Context: an optimization exercise on an open-source flow, tuned for small area, a short achievable clock period and few clock cycles per item. The choices shown serve that exercise and are no tape-out recipe.
Where RTL was checked, it was by simulation tests only, not by an equivalence proof against the original.
Power is estimated from default activity; no workload was simulated.

// muldiv_seq
module muldiv_seq #(
    parameter int XLEN = 64
) (
    input  logic            clk,
    input  logic            reset,
    input  logic            start_i,
    input  logic [3:0]      op_i,
    input  logic [XLEN-1:0] a_i,
    input  logic [XLEN-1:0] b_i,
    input  logic            flush_i,
    input  logic            ack_i,
    output logic            busy_o,
    output logic            stall_o,
    output logic            done_o,
    output logic [XLEN-1:0] result_o,
    output logic [1:0]      dbg_state_o
);
Size in the first run: about 4500 cells after synthesis, ~210 I/O pins.
clock: 7.0 ns
lec_check: 0
cap_margin: 20
core_margin: 2
core_utilization: 40
setup_slack_margin: 2.5
slew_margin: 20
run.sh (not shown) runs the stock make flow with config.mk's settings and CLKGATE_MAP_FILE= SYNTH_SCRIPT=/design/flow/synth_recipe.tcl, a recipe that flattens the netlist after the stock synthesis.
Edit:
- SETUP_SLACK_MARGIN: 2.5 -> 3.0
=>
- hold slack gets worse by 60 ps
- area after synthesis is unchanged
- wire length climbs by 3.1%
- total power climbs by 5.3%
- final area climbs by 3.9%
- synthesized cell count stays the same
- clock power drops by about 4%
- die area does not change
- first-iteration DRC count climbs by 4.8%
No run of this note included a check of the RTL's function; only the layout flow was run.


muldiv_seq, a different RTL version from the one above (not shown whole).
Size: roughly 4,300 cells after synthesis, roughly 220 flip-flops, roughly 210 I/O pins.
clock: 7.0 ns
lec_check: 0
cap_margin: 20
core_margin: 2
core_utilization: 40
setup_slack_margin: 1.5
slew_margin: 20
Testbench counts at the start, summed over its fixed seeds: cycles 16,899, ops 1,920.
Rerun with:
- SETUP_SLACK_MARGIN: 1.5 -> 0.3
Effect: Utilization drops by 5.5 points; worst setup slack loses 6.7 ps; die area is unchanged; power drops by about 13%; via count drops by 3.8%.


Another version of the RTL of muldiv_seq (not shown whole).
Size in the first run: ~4900 cells after synthesis, about 230 flip-flops, roughly 210 I/O pins.
clock: 7.0 ns
lec_check: 0
abc_area: 1
cap_margin: 20
core_margin: 2
core_utilization: 40
setup_slack_margin: 2.5
slew_margin: 20
Testbench counts at the start, summed over its fixed seeds: cycles 17,527, ops 1,920.
Then changed:
Settings changed: ABC_AREA 1 to not set.
After rerunning: Sequential power increases by 14%. Maximum frequency decreases by 7.7%. Final area increases by 11%. Synthesized cell count decreases by 15%. Flip-flop and latch count stays the same. Cell count decreases by 8.2%. Area after synthesis increases by 2.3%. Critical path depth decreases by 1. Setup slack loses 380 ps. Register-to-register slack loses 300 ps.
Then changed:
Settings changed: TNS_END_PERCENT set to 10.
Clock power is lower by roughly a tenth.
Fmax increases slightly.
Setup slack is better by 35 ps.
Hold slack stays flat.
Area after synthesis does not change.
Utilization falls by 2.6 points.
Wire length falls by a few percent.
Cell count falls by a few percent.
Via count drops slightly.
Final area goes down by a few percent.
Sequential cell count is unchanged.


== P ==
Another version of the RTL of muldiv_seq (not shown whole).
Size: about 5,000 cells after synthesis, ~230 flip-flops, roughly 210 I/O pins.
clock: 7.0 ns
lec_check: 0
abc_area: 1
cap_margin: 20
core_margin: 2
core_utilization: 55
setup_slack_margin: 3.0
slew_margin: 20
tns_end_percent: 10
Testbench counts of P, summed over its fixed seeds: cycles 17,527, ops 1,920.
Input changes introduced in Q (baseline for comparison: P):
- a change of CORE_UTILIZATION from 55 to 40
### Flow results
P -> Q: final number of hold-violating endpoints delta 0, exact match
On count of buffers added by post-CTS timing repair for setup, the lower figure sits with Q, not P.
The final layout from Q, which completed every stage, passed the timing, design-rule and antenna checks at the end of the flow.
From P to Q the numbers moved as follows: post-route minimum period went down 0.097 ns, horizontal die dimension went up, final-layout fill cell count shows an increase of 3,038, post-detailed-route wirelength per cell went down 0.90 um.
fa_1 as the master of the slowest instance on the critical path was reported by Q, and nand4_1 by P.
Q vs. P: post-place setup slack climbed 0.24 ns, setup-violating endpoint count in the final report barely changed.
[Q vs P] peak fanout along the critical path: lower in Q
Input-level comparison between R and Q:
- swapping 3.0 for 2.5 in SETUP_SLACK_MARGIN
- swapping 40 for 55 in CORE_UTILIZATION
### Flow results
The final layouts of Q and R pass the timing, design-rule and antenna checks.
NOTE: total power in R falls short of that of Q
Maximum frequency: R < Q
Measured against R, the non-clock buffer count of Q comes out at 1.3 times the reference value.
R vs. Q: clock buffer count rose by 2.3%, hold slack rose by 0.014 ns, synthesized cell count stayed essentially flat.
What S does differently from R at the input level:
- CORE_UTILIZATION: 55 -> 40
Findings:
Diff R -> S: design area saw an increase; setup clock skew after layout decreased by 0.0095 ns relative to the old numbers; number of clock buffers in the layout moved down. Sequential share of cell area: S vs R down 0.18 points. | wire length of the first global-routing pass | S vs R | worse |. Going from R to S, routed wire length went up by 1.7%, transition time of the tightest slew-check pin dropped 0.11 ns.


The RTL this note starts from:
==> flow/design.v <==
module muldiv_seq #(
    parameter int XLEN = 64
) (
    input  logic            clk,
    input  logic            reset,
    input  logic            start_i,
    input  logic [3:0]      op_i,
    input  logic [XLEN-1:0] a_i,
    input  logic [XLEN-1:0] b_i,
    input  logic            flush_i,
    input  logic            ack_i,
    output logic            busy_o,
    output logic            stall_o,
    output logic            done_o,
    output logic [XLEN-1:0] result_o,
    output logic [1:0]      dbg_state_o
);
    logic busy_q, done_q;
    logic ph_mul_q, ph_prep_q, ph_div_q, ph_fix_q;
    logic w_q, rem_q, sa_q, sb_q, negres_q;
    logic b1one_q, b1two_q, b1neg_q, b2one_q, b2two_q, b2neg_q;
    logic cx_q, asel_y_q, ainv_q;
    logic [6:0]  ca_q;
    logic [5:0]  cb_q;
    logic [7:0]  jd;
    logic [5:0]  cnt_q, sh;
    logic [64:0] r_q;    
    logic [64:0] x_q;    
    logic [63:0] y_q;    
    function automatic logic [64:0] wsext(input logic w, input logic [64:0] v);
        wsext = w ? {{33{v[31]}}, v[31:0]} : v;
    endfunction
    function automatic logic [6:0] lzc64(input logic [63:0] v);
        logic [31:0][1:0] c1;
        logic [15:0][2:0] c2;
        logic [7:0][3:0]  c3;
        logic [3:0][4:0]  c4;
        logic [1:0][5:0]  c5;
        for (int i = 0; i < 32; i++)
            c1[i] = v[2*i+1] ? 2'd0 : (v[2*i] ? 2'd1 : 2'd2);
        for (int i = 0; i < 16; i++)
            c2[i] = c1[2*i+1][1] ? {c1[2*i][1], ~c1[2*i][1], c1[2*i][0]}
                                 : {1'b0, c1[2*i+1]};
        for (int i = 0; i < 8; i++)
            c3[i] = c2[2*i+1][2] ? {c2[2*i][2], ~c2[2*i][2], c2[2*i][1:0]}
                                 : {1'b0, c2[2*i+1]};
        for (int i = 0; i < 4; i++)
            c4[i] = c3[2*i+1][3] ? {c3[2*i][3], ~c3[2*i][3], c3[2*i][2:0]}
                                 : {1'b0, c3[2*i+1]};
        for (int i = 0; i < 2; i++)
            c5[i] = c4[2*i+1][4] ? {c4[2*i][4], ~c4[2*i][4], c4[2*i][3:0]}
                                 : {1'b0, c4[2*i+1]};
        lzc64 = c5[1][5] ? {c5[0][5], ~c5[0][5], c5[0][4:0]} : {1'b0, c5[1]};
    endfunction
    function automatic logic [2:0] booth(input logic hi, input logic lo, input logic prev);
        booth = {lo ^ prev,
                 (hi & ~lo & ~prev) | (~hi & lo & prev),
                 hi & ~(lo & prev)};
    endfunction
    logic accept, working;
    logic d_mul, d_w, d_sgn, d_rem, d_legal, d_sx;
    logic [63:0] a_ext, b_ext, ymul, xmul;
    logic [6:0]  ca, cb, cbr;
    logic        swap, d_sa, d_sb, d_bzero, d_early;
    logic [7:0]  ga, gb, ta, tb, tas;
    logic [2:0]  d_bt1, d_bt2;
    always_comb begin
        accept  = !busy_q && start_i && !flush_i;
        working = busy_q && !done_q;
        d_mul   = (op_i == 4'd0) || (op_i == 4'd1);
        d_w     = (op_i == 4'd1) || (op_i == 4'd6) || (op_i == 4'd7) ||
                  (op_i == 4'd8) || (op_i == 4'd9);
        d_sgn   = (op_i == 4'd2) || (op_i == 4'd4) || (op_i == 4'd6) || (op_i == 4'd8);
        d_rem   = (op_i == 4'd4) || (op_i == 4'd5) || (op_i == 4'd8) || (op_i == 4'd9);
        d_legal = (op_i <= 4'd9);
        d_sx    = d_sgn || d_mul;
        a_ext   = d_w ? {{32{d_sx & a_i[31]}}, a_i[31:0]} : a_i;
        b_ext   = d_w ? {{32{d_sx & b_i[31]}}, b_i[31:0]} : b_i;
        d_sa    = d_sgn & a_ext[63];
        d_sb    = d_sgn & b_ext[63];
        ca    = lzc64(a_ext ^ {64{d_sx & a_ext[63]}});
        cbr   = lzc64(b_ext ^ {64{d_sx & b_ext[63]}});
        cb    = cbr[6] ? 7'd63 : cbr;
        for (int k = 0; k < 8; k++) begin
            ga[k] = (a_ext[8*k +: 8] == {8{d_sx & a_ext[63]}});
            gb[k] = (b_ext[8*k +: 8] == {8{d_sx & b_ext[63]}});
        end
        ta[7] = ga[7];
        tb[7] = gb[7];
        for (int k = 6; k >= 0; k--) begin
            ta[k] = ta[k+1] & ga[k];
            tb[k] = tb[k+1] & gb[k];
        end
        swap  = |(tb & ~ta);
        d_bzero = (b_ext == 64'd0);
        tas[0] = ta[0] & ~d_sa;
        for (int k = 1; k < 8; k++)
            tas[k] = ta[k] & (~d_sa | a_ext[8*k-1]);
        d_early = |(tas & ~tb) | d_bzero;
        ymul  = (d_mul && swap) ? b_ext : a_ext;
        xmul  = swap ? a_ext : b_ext;
        d_bt1 = booth(ymul[1], ymul[0], 1'b0);
        d_bt2 = booth(ymul[3], ymul[2], ymul[1]);
    end
    logic [65:0] op_a, sel1, sel2, op1, op2, cs_s, cs_c, sum;
    logic [65:0] x66;
    always_comb begin
        x66  = {x_q[64], x_q};
        op_a = (asel_y_q ? {2'b00, y_q} : {r_q[64], r_q})
               ^ {66{ainv_q}};
        sel1 = b1one_q ? x66 : (b1two_q ? {x66[64:0], 1'b0} : 66'd0);
        sel2 = b2one_q ? {x66[63:0], 2'b00} : (b2two_q ? {x66[62:0], 3'b000} : 66'd0);
        op1  = sel1 ^ {66{b1neg_q}};
        op2  = sel2 ^ {66{b2neg_q}};
        cs_s = op_a ^ op1 ^ op2;
        cs_c = {((op_a & op1) | (op_a & op2) | (op1 & op2)), b1neg_q};
        sum  = cs_s + cs_c[65:0] + {65'd0, b2neg_q | cx_q};
    end
    logic mul_last, div_last, rneg, wfin;
    logic [2:0] n_bt1, n_bt2;
    always_comb begin
        mul_last = (&y_q[63:3]) | ~(|y_q[63:3]);
        div_last = (cnt_q == 6'd0);
        rneg     = sum[64];
        n_bt1    = booth(y_q[5], y_q[4], y_q[3]);
        n_bt2    = booth(y_q[7], y_q[6], y_q[5]);
        jd       = {2'b00, cb_q} + {7'd0, sa_q} - {1'b0, ca_q};
        sh       = jd[7] ? 6'd0 : jd[5:0];
        wfin     = w_q & (ph_fix_q | (ph_mul_q & mul_last) | (ph_div_q & rem_q & div_last));
    end
    always_ff @(posedge clk) begin
        if (!reset) begin
            busy_q    <= 1'b0;
            done_q    <= 1'b0;
            ph_mul_q  <= 1'b0;
            ph_prep_q <= 1'b0;
            ph_div_q  <= 1'b0;
            ph_fix_q  <= 1'b0;
        end else if (accept) begin
            busy_q    <= 1'b1;
            done_q    <= !d_legal;
            ph_mul_q  <= d_legal && d_mul;
            ph_prep_q <= d_legal && !d_mul && !d_early;
            ph_div_q  <= 1'b0;
            ph_fix_q  <= d_legal && !d_mul && d_early;
        end else if (working && flush_i) begin
            busy_q    <= 1'b0;
            ph_mul_q  <= 1'b0;
            ph_prep_q <= 1'b0;
            ph_div_q  <= 1'b0;
            ph_fix_q  <= 1'b0;
        end else if (done_q) begin
            if (ack_i || flush_i) begin
                busy_q <= 1'b0;
                done_q <= 1'b0;
            end
        end else begin
            if (ph_mul_q && mul_last) begin
                ph_mul_q <= 1'b0;
                done_q   <= 1'b1;
            end
            if (ph_prep_q) begin
                ph_prep_q <= 1'b0;
                ph_div_q  <= 1'b1;
            end
            if (ph_div_q && div_last) begin
                ph_div_q <= 1'b0;
                if (!rem_q || rneg || negres_q) ph_fix_q <= 1'b1;
                else done_q <= 1'b1;
            end
            if (ph_fix_q) begin
                ph_fix_q <= 1'b0;
                done_q   <= 1'b1;
            end
        end
    end
    always_ff @(posedge clk) begin
        if (accept) begin
            w_q      <= d_w;
            rem_q    <= d_rem;
            sa_q     <= d_sa;
            sb_q     <= d_sb;
            negres_q <= d_rem ? d_sa : (d_sa ^ d_sb);
            ca_q     <= d_mul ? 7'd0 : ca;
            cb_q     <= d_mul ? 6'd4 : cb[5:0];
            r_q      <= 65'd0;
            x_q      <= d_mul ? {xmul[63], xmul} : {d_sb, b_ext};
            y_q      <= (!d_mul && d_early && !d_rem) ? {64{d_bzero}} : ymul;
            {b1one_q, b1two_q, b1neg_q} <= d_mul ? d_bt1 : 3'b000;
            {b2one_q, b2two_q, b2neg_q} <= d_mul ? d_bt2 : 3'b000;
            cx_q     <= !d_mul && !d_early && d_sa;
            ainv_q   <= !d_mul && !d_early && d_sa;
            asel_y_q <= !d_mul;
        end else begin
            if (ph_mul_q)       y_q <= {{4{y_q[63]}}, y_q[63:4]};
            else if (ph_prep_q) y_q <= 64'd0;
            else                y_q <= {y_q[62:0], ~rneg};
        end
        if (!accept && working) begin
            r_q <= wsext(wfin, {sum[64] & ~ph_prep_q, sum[63:0]});
            if (ph_mul_q) begin
                x_q <= x_q << sh;
                {b1one_q, b1two_q, b1neg_q} <= n_bt1;
                {b2one_q, b2two_q, b2neg_q} <= n_bt2;
            end
            if (ph_prep_q) begin
                asel_y_q <= 1'b0;
                x_q     <= x_q << sh;
                cnt_q   <= sh;
                b1one_q <= 1'b1;
                b1neg_q <= ~sb_q;
                cx_q    <= 1'b0;
                ainv_q  <= 1'b0;
            end
            if (ph_div_q) begin
                if (!div_last) begin
                    x_q     <= {x_q[64], x_q[64:1]};
                    cnt_q   <= cnt_q - 6'd1;
                    b1neg_q <= ~rneg ^ sb_q;
                end else begin
                    asel_y_q <= !rem_q;
                    ainv_q   <= negres_q;
                    cx_q     <= negres_q;
                    b1one_q  <= rem_q && rneg;
                    b1neg_q  <= rem_q && rneg && (negres_q ^ sb_q);
                end
            end
        end
    end
    always_comb begin
        busy_o      = busy_q;
        done_o      = done_q;
        stall_o     = accept || working;
        result_o    = r_q[63:0];
        dbg_state_o = {done_q, working};
    end
endmodule
==> flow/config.mk <==
export PLATFORM = sky130hd
export DESIGN_NAME = muldiv_seq
export DESIGN_NICKNAME = muldiv_seq
export VERILOG_FILES = /design/flow/design.v
export SDC_FILE = /design/flow/constraint.sdc
export NUM_CORES = 4
export LEC_CHECK = 0
export CAP_MARGIN = 20
export CORE_MARGIN = 2
export CORE_UTILIZATION = 40
export SETUP_SLACK_MARGIN = 3.5
export SLEW_MARGIN = 20
==> flow/constraint.sdc <==
create_clock -name core_clock -period 7.0 [get_ports {clk}]
set_input_delay 1.4000 -clock core_clock [delete_from_list [all_inputs] [get_ports {clk}]]
set_output_delay 1.4000 -clock core_clock [all_outputs]
set_load 0.01 [all_outputs]
Change:
- SETUP_SLACK_MARGIN: 3.5 -> 2.5
After rerunning:
- The new run finished clean
- clock power hardly moves
- global-route usage is lower by 1.5 points
- cell count is lower by 1.1%
No functional check of the RTL was part of any run of this note.

==> afterwards: timing with drivers on the ports <==
The flow's constraints put no driver on any port. The routed layouts listed below were extracted and timed again, unchanged, in two steps. Step 1 assumes that a clkbuf_16 drives the clock port and a buf_2 every other input. Step 2 also shifts input and output timing later by t, the mid clock arrival at the registers, as if the neighbouring blocks saw the same clock. Three values: ideal ports, drivers, drivers and shift; two values: the first two.
run | t, ns | setup WS [ns] | pins driven straight from the clock port
the first run of note 1 | 0.667 | 1.976 / 1.976 / 1.605 | 1
the second run of note 1 | 0.669 | 2.022 / 2.022 / 1.489 | 1
the first run of note 2 | 0.603 | 0.350 / 0.364 / -0.239 | 1
the second run of note 2 | 0.623 | 0.344 / 0.373 / -0.250 | 1
the first run of note 3 | 0.695 | 2.487 / 2.487 / 1.890 | 1
the second run of note 3 | 0.673 | 2.108 / 2.026 / 1.353 | 1
the third run of note 3 | 0.650 | 2.143 / 2.123 / 1.473 | 1
P | 0.693 | 2.643 / 2.663 / 1.970 | 1
Q | 0.708 | 2.740 / 2.740 / 2.209 | 1
R | 0.692 | 2.473 / 2.496 / 1.825 | 1
S | 0.681 | 2.443 / 2.462 / 1.792 | 1
the first run of note 5 | 0.687 | 2.089 / 2.007 / 1.320 | 1
the second run of note 5 | 0.680 | 2.019 / 2.020 / 1.340 | 1
With both steps, setup timing fails in the first run of note 2 and the second run of note 2, where it was met with ideal ports. For the first run of note 5, which loses most, drivers alone change the setup slack by -0.082 ns; drivers and shift together by -0.769 ns.
